Background: an optimization exercise with open tools, aiming at small area, a short achievable clock period and few clock cycles. Do not read the settings as production practice. RTL that was checked went through simulation tests only; none was proved equivalent to the original.

==> 12-17: inputs <==
## calendar_date_stepper
module calendar_date_stepper
#(
    parameter int unsigned MAX_YEAR = 9999
) (
    input  logic               aclk,
    input  logic               aresetn,
    input  logic               cfg_wr_en,
    input  logic [MASK_W-1:0]  cfg_wr_data,
    input  logic               s_valid,
    output logic               s_ready,
    input  logic [1:0]         s_req_type,
    input  logic               s_step_back,
    input  logic [COUNT_W-1:0] s_step_count,
    input  logic [DAY_W-1:0]   s_load_day,
    input  logic [MONTH_W-1:0] s_load_month,
    input  logic [YEAR_W-1:0]  s_load_year,
    output logic               m_valid,
    input  logic               m_ready,
    output logic [DAY_W-1:0]   m_out_day,
    output logic [MONTH_W-1:0] m_out_month,
    output logic [YEAR_W-1:0]  m_out_year,
    output logic [WD_W-1:0]    m_weekday,
    output logic [DOY_W-1:0]   m_day_of_year,
    output logic               m_is_leap,
    output logic [DAY_W-1:0]   m_month_length,
    output logic               m_date_valid,
    output logic               m_is_weekend,
    output logic               m_range_error
);
Settings: LEC_CHECK=0, ABC_AREA=1, CAP_MARGIN=20, CORE_MARGIN=2, CORE_UTILIZATION=40, SETUP_SLACK_MARGIN=0.8, SLEW_MARGIN=20; clock period 9.0 ns.
run.sh (not shown) runs the stock make flow with config.mk's settings and CLKGATE_MAP_FILE= SYNTH_SCRIPT=/design/flow/synth_recipe.tcl, a recipe that flattens the netlist after the stock synthesis.
==> inputs of 04-03, as changes to 12-17 <==
--- a/flow/design.v
+++ b/flow/design.v
@@ -140,35 +140,37 @@
         end
         hit = sel[4] || sel[6] || sel[9] || sel[11];
     end
 endmodule
 module cds_ywd (
     input  logic [1:0] a,
     input  logic [6:0] b,
-    output logic [3:0] w
+    output logic [2:0] w
 );
     logic [4:0] s;
     logic [3:0] s1;
     logic [2:0] s7;
     logic [2:0] f5;
+    logic [3:0] t;
     assign s  = 5'(a) + 5'(b[6:2]) + 5'd1;
     assign s1 = 4'(s[2:0]) + 4'(s[4:3]);
     assign s7 = (s1 >= 4'd7) ? 3'(s1 - 4'd7) : s1[2:0];
     always_comb begin
         case (s7)
             3'd1:    f5 = 3'd5;
             3'd2:    f5 = 3'd3;
             3'd3:    f5 = 3'd1;
             3'd4:    f5 = 3'd6;
             3'd5:    f5 = 3'd4;
             3'd6:    f5 = 3'd2;
             default: f5 = 3'd0;
         endcase
     end
-    assign w = 4'(f5) + 4'(b[1:0]) + 4'(b[1:0] != 2'd0) + 4'((b == 7'd0) && (a != 2'd0));
+    assign t = 4'(f5) + 4'(b[1:0]) + 4'(b[1:0] != 2'd0) + 4'((b == 7'd0) && (a != 2'd0));
+    assign w = (t >= 4'd7) ? 3'(t - 4'd7) : t[2:0];
 endmodule
 import cds_pkg::*;
 module calendar_date_stepper
 #(
     parameter int unsigned MAX_YEAR = 9999
 ) (
     input  logic               aclk,
@@ -217,33 +219,27 @@
     logic        o_wkend;
     logic        o_err;
     logic        mvalid;
     logic [8:0]  yc400;    
     logic [6:0]  mask;
     logic               rmon;     
     logic               rback;
+    logic signed [10:0] acc;
     logic signed [9:0]  de;
     logic               wc;
     logic [2:0]         wdn;
     logic signed [15:0] wy;
+    logic signed [10:0] wx;
     logic [3:0]         wm;
     logic [4:0]         wdd;
     logic               werr;
-    logic [12:0]        wq;       
-    logic [10:0]        wz;       
-    logic signed [10:0] acc;
-    logic signed [10:0] wx;
+    logic [12:0]        wq;
     logic [1:0]         wa;       
     logic [6:0]         wrem;
     logic [1:0]         nfc;
-    assign acc  = wq[10:0];
-    assign wx   = wz;
-    assign wrem = wz[6:0];
-    assign wa   = wz[8:7];
-    assign nfc  = wz[10:9];
     logic               has30;
     logic               fl_e, fl_m, fl_p;
     logic outfree;
     assign outfree = !mvalid || m_ready;
     assign s_ready = (st == ST_IDLE);
     logic        fit, is_day, is_mon, is_step, nz_cnt;
     logic [2:0]  nmod7;
@@ -443,46 +439,45 @@
     assign g_d = (wdd < g_l) ? wdd : g_l;
     cds_month_len   u_glen (.leap(g_lp), .m(wm), .len(g_len));
     cds_days_before u_gcum (.m(wm), .days(g_cum));
     assign g_valid = (g_len != 5'd0) && (g_d != 5'd0) && (g_d <= g_len);
     assign g_doy   = g_cum + 9'(g_lp && (wm > 4'd2)) + 9'(g_d);
     logic [1:0]  g_a4;
     assign g_a4    = wa;
-    logic [3:0] g_ym;
-    logic [2:0] g_cm;
+    logic [2:0] g_ym, g_cm;
     cds_ywd u_ywd (.a(wa), .b(wrem), .w(g_ym));
     always_comb begin
         case (wm)
             4'd2, 4'd3, 4'd11: g_cm = 3'd3;
             4'd4, 4'd7:        g_cm = 3'd6;
             4'd5:              g_cm = 3'd1;
             4'd6:              g_cm = 3'd4;
             4'd8:              g_cm = 3'd2;
             4'd9, 4'd12:       g_cm = 3'd5;
             default:           g_cm = 3'd0;
         endcase
     end
-    logic [2:0] g_dm;
-    logic [4:0] g_ws;
-    logic [3:0] g_w1;
+    logic [3:0] g_es, g_ws;
+    logic [2:0] g_e, g_dm;
+    assign g_es = 4'(g_ym) + 4'(g_cm) + 4'(g_lp && (wm > 4'd2));
+    assign g_e  = (g_es >= 4'd14) ? 3'(g_es - 4'd14) : (g_es >= 4'd7) ? 3'(g_es - 4'd7) : g_es[2:0];
     always_comb begin
         case (g_d)
             5'd7, 5'd14, 5'd21, 5'd28:  g_dm = 3'd0;
             5'd1, 5'd8, 5'd15, 5'd22, 5'd29: g_dm = 3'd1;
             5'd2, 5'd9, 5'd16, 5'd23, 5'd30: g_dm = 3'd2;
             5'd3, 5'd10, 5'd17, 5'd24, 5'd31: g_dm = 3'd3;
             5'd4, 5'd11, 5'd18, 5'd25: g_dm = 3'd4;
             5'd5, 5'd12, 5'd19, 5'd26: g_dm = 3'd5;
             5'd6, 5'd13, 5'd20, 5'd27: g_dm = 3'd6;
             default: g_dm = 3'd0;
         endcase
     end
-    assign g_ws = 5'(g_ym) + 5'(g_cm) + 5'(g_lp && (wm > 4'd2)) + 5'(g_dm);
-    assign g_w1 = 4'(g_ws[2:0]) + 4'(g_ws[4:3]);
-    assign g_wd = (g_w1 >= 4'd7) ? 3'(g_w1 - 4'd7) : g_w1[2:0];
+    assign g_ws = 4'(g_e) + 4'(g_dm);
+    assign g_wd = (g_ws >= 4'd7) ? 3'(g_ws - 4'd7) : g_ws[2:0];
     always_comb begin
         case (g_a4)
             2'd0:    g_yc400 = 9'(wrem);
             2'd1:    g_yc400 = 9'd100 + 9'(wrem);
             2'd2:    g_yc400 = 9'd200 + 9'(wrem);
             default: g_yc400 = 9'd300 + 9'(wrem);
         endcase
@@ -564,51 +559,53 @@
             end
         end
     end
     always_ff @(posedge aclk) begin
         unique case (st)
             ST_IDLE: begin
                 rback <= s_step_back;
+                acc   <= acc_acc[10:0];
                 de    <= de_next;
+                wx    <= small_d ? 11'(yc400) : xe_next;
                 fl_e  <= o_leap;
                 fl_m  <= s_lm;
                 fl_p  <= s_lp;
+                nfc   <= (nf >= 4'sd2) ? 2'd2 : (nf == 4'sd1) ? 2'd1 : 2'd0;
                 has30 <= h30;
                 wc    <= mcar;
                 wdn   <= wdn_next;
                 rmon  <= is_mon;
                 werr  <= (is_step && !fit) || (is_mon && (sm_hi || sm_lo));
-                wq    <= is_day ? 13'(acc_acc) : n3q[12:0];
-                if (is_day)      wz <= small_d ? 11'(yc400) : xe_next;
-                else if (is_mon) wz <= {(nf >= 4'sd2) ? 2'd2 : (nf == 4'sd1) ? 2'd1 : 2'd0, asm_, bsm};
-                else             wz <= {2'd0, fq, frem};
+                wq    <= n3q[12:0];
+                wa    <= is_mon ? asm_ : fq;
+                wrem  <= is_mon ? bsm : frem;
                 if (s_req_type == 2'd0) begin
                     wdd <= s_load_day;
                     wm  <= s_load_month;
                     wy  <= 16'(s_load_year);
                 end else begin
                     wdd <= o_day;
                     wm  <= small_m ? mcm : (s_step_back ? 4'd12 - mr : mr + 4'd1);
                     wy  <= (is_mon && small_m) ? ysm : 16'(o_year);
                 end
             end
             ST_D1: begin
-                wq   <= 13'(r0);
+                acc  <= r0;
                 wy   <= 16'(o_year) + 16'(de);
                 fl_e <= e_lp;
                 fl_m <= e_lm;
                 fl_p <= e_lpp;
             end
             ST_M2: begin
                 wy    <= 16'(yc);
                 wm    <= mc;
                 werr  <= f_hi || f_lo;
-                wz    <= {(nf >= 4'sd2) ? 2'd2 : (nf == 4'sd1) ? 2'd1 : 2'd0,
-                          f_hi ? 2'd3 : f_lo ? 2'd0 : fq,
-                          f_hi ? 7'd99 : f_lo ? 7'd1 : frem};
+                wa    <= f_hi ? 2'd3 : f_lo ? 2'd0 : fq;
+                wrem  <= f_hi ? 7'd99 : f_lo ? 7'd1 : frem;
+                nfc   <= (nf >= 4'sd2) ? 2'd2 : (nf == 4'sd1) ? 2'd1 : 2'd0;
                 has30 <= h30;
             end
             default: ;
         endcase
     end
     assign m_valid        = mvalid;
     assign m_out_day      = o_day;
==> flow/config.mk (replaced) <==
export PLATFORM = sky130hd
export DESIGN_NAME = calendar_date_stepper
export DESIGN_NICKNAME = calendar_date_stepper
export VERILOG_FILES = /design/flow/design.v
export SDC_FILE = /design/flow/constraint.sdc
export NUM_CORES = 4
export LEC_CHECK = 0
export ABC_AREA = 1
export CAP_MARGIN = 20
export CORE_MARGIN = 2
export CORE_UTILIZATION = 55
export PLACE_DENSITY = 0.7
export SLEW_MARGIN = 20
==> inputs of 04-08, as changes to 12-17 <==
--- a/flow/design.v
+++ b/flow/design.v
@@ -140,35 +140,37 @@
         end
         hit = sel[4] || sel[6] || sel[9] || sel[11];
     end
 endmodule
 module cds_ywd (
     input  logic [1:0] a,
     input  logic [6:0] b,
-    output logic [3:0] w
+    output logic [2:0] w
 );
     logic [4:0] s;
     logic [3:0] s1;
     logic [2:0] s7;
     logic [2:0] f5;
+    logic [3:0] t;
     assign s  = 5'(a) + 5'(b[6:2]) + 5'd1;
     assign s1 = 4'(s[2:0]) + 4'(s[4:3]);
     assign s7 = (s1 >= 4'd7) ? 3'(s1 - 4'd7) : s1[2:0];
     always_comb begin
         case (s7)
             3'd1:    f5 = 3'd5;
             3'd2:    f5 = 3'd3;
             3'd3:    f5 = 3'd1;
             3'd4:    f5 = 3'd6;
             3'd5:    f5 = 3'd4;
             3'd6:    f5 = 3'd2;
             default: f5 = 3'd0;
         endcase
     end
-    assign w = 4'(f5) + 4'(b[1:0]) + 4'(b[1:0] != 2'd0) + 4'((b == 7'd0) && (a != 2'd0));
+    assign t = 4'(f5) + 4'(b[1:0]) + 4'(b[1:0] != 2'd0) + 4'((b == 7'd0) && (a != 2'd0));
+    assign w = (t >= 4'd7) ? 3'(t - 4'd7) : t[2:0];
 endmodule
 import cds_pkg::*;
 module calendar_date_stepper
 #(
     parameter int unsigned MAX_YEAR = 9999
 ) (
     input  logic               aclk,
@@ -217,33 +219,27 @@
     logic        o_wkend;
     logic        o_err;
     logic        mvalid;
     logic [8:0]  yc400;    
     logic [6:0]  mask;
     logic               rmon;     
     logic               rback;
+    logic signed [10:0] acc;
     logic signed [9:0]  de;
     logic               wc;
     logic [2:0]         wdn;
     logic signed [15:0] wy;
+    logic signed [10:0] wx;
     logic [3:0]         wm;
     logic [4:0]         wdd;
     logic               werr;
-    logic [12:0]        wq;       
-    logic [10:0]        wz;       
-    logic signed [10:0] acc;
-    logic signed [10:0] wx;
+    logic [12:0]        wq;
     logic [1:0]         wa;       
     logic [6:0]         wrem;
     logic [1:0]         nfc;
-    assign acc  = wq[10:0];
-    assign wx   = wz;
-    assign wrem = wz[6:0];
-    assign wa   = wz[8:7];
-    assign nfc  = wz[10:9];
     logic               has30;
     logic               fl_e, fl_m, fl_p;
     logic outfree;
     assign outfree = !mvalid || m_ready;
     assign s_ready = (st == ST_IDLE);
     logic        fit, is_day, is_mon, is_step, nz_cnt;
     logic [2:0]  nmod7;
@@ -443,46 +439,45 @@
     assign g_d = (wdd < g_l) ? wdd : g_l;
     cds_month_len   u_glen (.leap(g_lp), .m(wm), .len(g_len));
     cds_days_before u_gcum (.m(wm), .days(g_cum));
     assign g_valid = (g_len != 5'd0) && (g_d != 5'd0) && (g_d <= g_len);
     assign g_doy   = g_cum + 9'(g_lp && (wm > 4'd2)) + 9'(g_d);
     logic [1:0]  g_a4;
     assign g_a4    = wa;
-    logic [3:0] g_ym;
-    logic [2:0] g_cm;
+    logic [2:0] g_ym, g_cm;
     cds_ywd u_ywd (.a(wa), .b(wrem), .w(g_ym));
     always_comb begin
         case (wm)
             4'd2, 4'd3, 4'd11: g_cm = 3'd3;
             4'd4, 4'd7:        g_cm = 3'd6;
             4'd5:              g_cm = 3'd1;
             4'd6:              g_cm = 3'd4;
             4'd8:              g_cm = 3'd2;
             4'd9, 4'd12:       g_cm = 3'd5;
             default:           g_cm = 3'd0;
         endcase
     end
-    logic [2:0] g_dm;
-    logic [4:0] g_ws;
-    logic [3:0] g_w1;
+    logic [3:0] g_es, g_ws;
+    logic [2:0] g_e, g_dm;
+    assign g_es = 4'(g_ym) + 4'(g_cm) + 4'(g_lp && (wm > 4'd2));
+    assign g_e  = (g_es >= 4'd14) ? 3'(g_es - 4'd14) : (g_es >= 4'd7) ? 3'(g_es - 4'd7) : g_es[2:0];
     always_comb begin
         case (g_d)
             5'd7, 5'd14, 5'd21, 5'd28:  g_dm = 3'd0;
             5'd1, 5'd8, 5'd15, 5'd22, 5'd29: g_dm = 3'd1;
             5'd2, 5'd9, 5'd16, 5'd23, 5'd30: g_dm = 3'd2;
             5'd3, 5'd10, 5'd17, 5'd24, 5'd31: g_dm = 3'd3;
             5'd4, 5'd11, 5'd18, 5'd25: g_dm = 3'd4;
             5'd5, 5'd12, 5'd19, 5'd26: g_dm = 3'd5;
             5'd6, 5'd13, 5'd20, 5'd27: g_dm = 3'd6;
             default: g_dm = 3'd0;
         endcase
     end
-    assign g_ws = 5'(g_ym) + 5'(g_cm) + 5'(g_lp && (wm > 4'd2)) + 5'(g_dm);
-    assign g_w1 = 4'(g_ws[2:0]) + 4'(g_ws[4:3]);
-    assign g_wd = (g_w1 >= 4'd7) ? 3'(g_w1 - 4'd7) : g_w1[2:0];
+    assign g_ws = 4'(g_e) + 4'(g_dm);
+    assign g_wd = (g_ws >= 4'd7) ? 3'(g_ws - 4'd7) : g_ws[2:0];
     always_comb begin
         case (g_a4)
             2'd0:    g_yc400 = 9'(wrem);
             2'd1:    g_yc400 = 9'd100 + 9'(wrem);
             2'd2:    g_yc400 = 9'd200 + 9'(wrem);
             default: g_yc400 = 9'd300 + 9'(wrem);
         endcase
@@ -564,51 +559,53 @@
             end
         end
     end
     always_ff @(posedge aclk) begin
         unique case (st)
             ST_IDLE: begin
                 rback <= s_step_back;
+                acc   <= acc_acc[10:0];
                 de    <= de_next;
+                wx    <= small_d ? 11'(yc400) : xe_next;
                 fl_e  <= o_leap;
                 fl_m  <= s_lm;
                 fl_p  <= s_lp;
+                nfc   <= (nf >= 4'sd2) ? 2'd2 : (nf == 4'sd1) ? 2'd1 : 2'd0;
                 has30 <= h30;
                 wc    <= mcar;
                 wdn   <= wdn_next;
                 rmon  <= is_mon;
                 werr  <= (is_step && !fit) || (is_mon && (sm_hi || sm_lo));
-                wq    <= is_day ? 13'(acc_acc) : n3q[12:0];
-                if (is_day)      wz <= small_d ? 11'(yc400) : xe_next;
-                else if (is_mon) wz <= {(nf >= 4'sd2) ? 2'd2 : (nf == 4'sd1) ? 2'd1 : 2'd0, asm_, bsm};
-                else             wz <= {2'd0, fq, frem};
+                wq    <= n3q[12:0];
+                wa    <= is_mon ? asm_ : fq;
+                wrem  <= is_mon ? bsm : frem;
                 if (s_req_type == 2'd0) begin
                     wdd <= s_load_day;
                     wm  <= s_load_month;
                     wy  <= 16'(s_load_year);
                 end else begin
                     wdd <= o_day;
                     wm  <= small_m ? mcm : (s_step_back ? 4'd12 - mr : mr + 4'd1);
                     wy  <= (is_mon && small_m) ? ysm : 16'(o_year);
                 end
             end
             ST_D1: begin
-                wq   <= 13'(r0);
+                acc  <= r0;
                 wy   <= 16'(o_year) + 16'(de);
                 fl_e <= e_lp;
                 fl_m <= e_lm;
                 fl_p <= e_lpp;
             end
             ST_M2: begin
                 wy    <= 16'(yc);
                 wm    <= mc;
                 werr  <= f_hi || f_lo;
-                wz    <= {(nf >= 4'sd2) ? 2'd2 : (nf == 4'sd1) ? 2'd1 : 2'd0,
-                          f_hi ? 2'd3 : f_lo ? 2'd0 : fq,
-                          f_hi ? 7'd99 : f_lo ? 7'd1 : frem};
+                wa    <= f_hi ? 2'd3 : f_lo ? 2'd0 : fq;
+                wrem  <= f_hi ? 7'd99 : f_lo ? 7'd1 : frem;
+                nfc   <= (nf >= 4'sd2) ? 2'd2 : (nf == 4'sd1) ? 2'd1 : 2'd0;
                 has30 <= h30;
             end
             default: ;
         endcase
     end
     assign m_valid        = mvalid;
     assign m_out_day      = o_day;
--- a/flow/config.mk
+++ b/flow/config.mk
@@ -5,9 +5,9 @@
 export SDC_FILE = /design/flow/constraint.sdc
 export NUM_CORES = 4
 export LEC_CHECK = 0
 export ABC_AREA = 1
 export CAP_MARGIN = 20
 export CORE_MARGIN = 2
 export CORE_UTILIZATION = 40
-export SETUP_SLACK_MARGIN = 0.8
+export SETUP_SLACK_MARGIN = 1.0
 export SLEW_MARGIN = 20
==> notes <==
- 04-03 finished clean. 04-08 ran to the end with no violations. 12-17 ran to the end with no violations.
- Sequential share of layout area, highest first: 04-03, 04-08, 12-17.
- In 04-08 the global-route usage is lower than in 04-03, by 10 points.
- Between 12-17 and 04-08, the lower synthesized cell count is in 04-08 (gap about 1.2%, measured against 04-08).
- Register-to-register slack, lowest first: 04-03, 12-17, 04-08.
- The lowest fmax belongs to 04-03, the highest to 04-08.
- Clock skew: 04-08 > 12-17 > 04-03.
==> figures <==
metric	04-03	12-17	04-08
Result of the run	timing/DRC/antenna clean	timing/DRC/antenna clean	timing/DRC/antenna clean
Multi-input combinational area share	66.3%	66.9%	65.6%
Beginning of the worst hold path	o_len[0]	o_err	o_len[0]
Met3 Routed Length	6050 µm	5220 µm	5810 µm
Die ar.	46600 µm²	63100 µm²	63800 µm²
Worst-Margin Slew	1.06 ns	0.892 ns	1.02 ns
Antenna violations before repair	1	0	0
Area of the multi-input gates	18000 µm²	18600 µm²	18600 µm²
Routability-driven placement congestion ratio	1.02	0.988	0.991
Seq cells	166	144	166
Placed cells	4217	4462	4411
Crit path setup slack, layout	0.438 ns	0.877 ns	0.906 ns
FP Rows	77	90	91
Number of buffers inserted by post-CTS setup repair	0	15	16
Testbench counts of 12-17, summed over its fixed seeds: cycles 2,192.
Only the layout flow was run in 04-03 and 04-08; the RTL was not checked for function there.

re-timing with driven ports:
The flow's constraints put no driver on any port. The routed layouts listed below were extracted and timed again, unchanged, in two steps.
Step 1, drivers: a clkbuf_16 drives aclk and a buf_2 each remaining input, both assumed.
Step 2, shift: input delay + t, output delay - t, t = (earliest + latest rising clock arrival at the registers) / 2. This alone moves slack from input paths to output paths.
Three values: ideal, step 1, step 2; two values: the first two.
run	t, ns	slack for setup (ns)	clock arrival spread, ns	pins driven straight from the clock port
12-17	0.542	0.877 / 0.877 / 0.682	0.019 / 0.019	1
04-03	0.557	0.438 / 0.438 / 0.092	0.017 / 0.017	1
04-08	0.527	0.906 / 0.906 / 0.821	0.020 / 0.020	1
After both steps every run listed still meets setup and hold. For 04-03, which loses most, drivers alone change the setup slack by 0.000 ns; drivers and shift together by -0.346 ns.
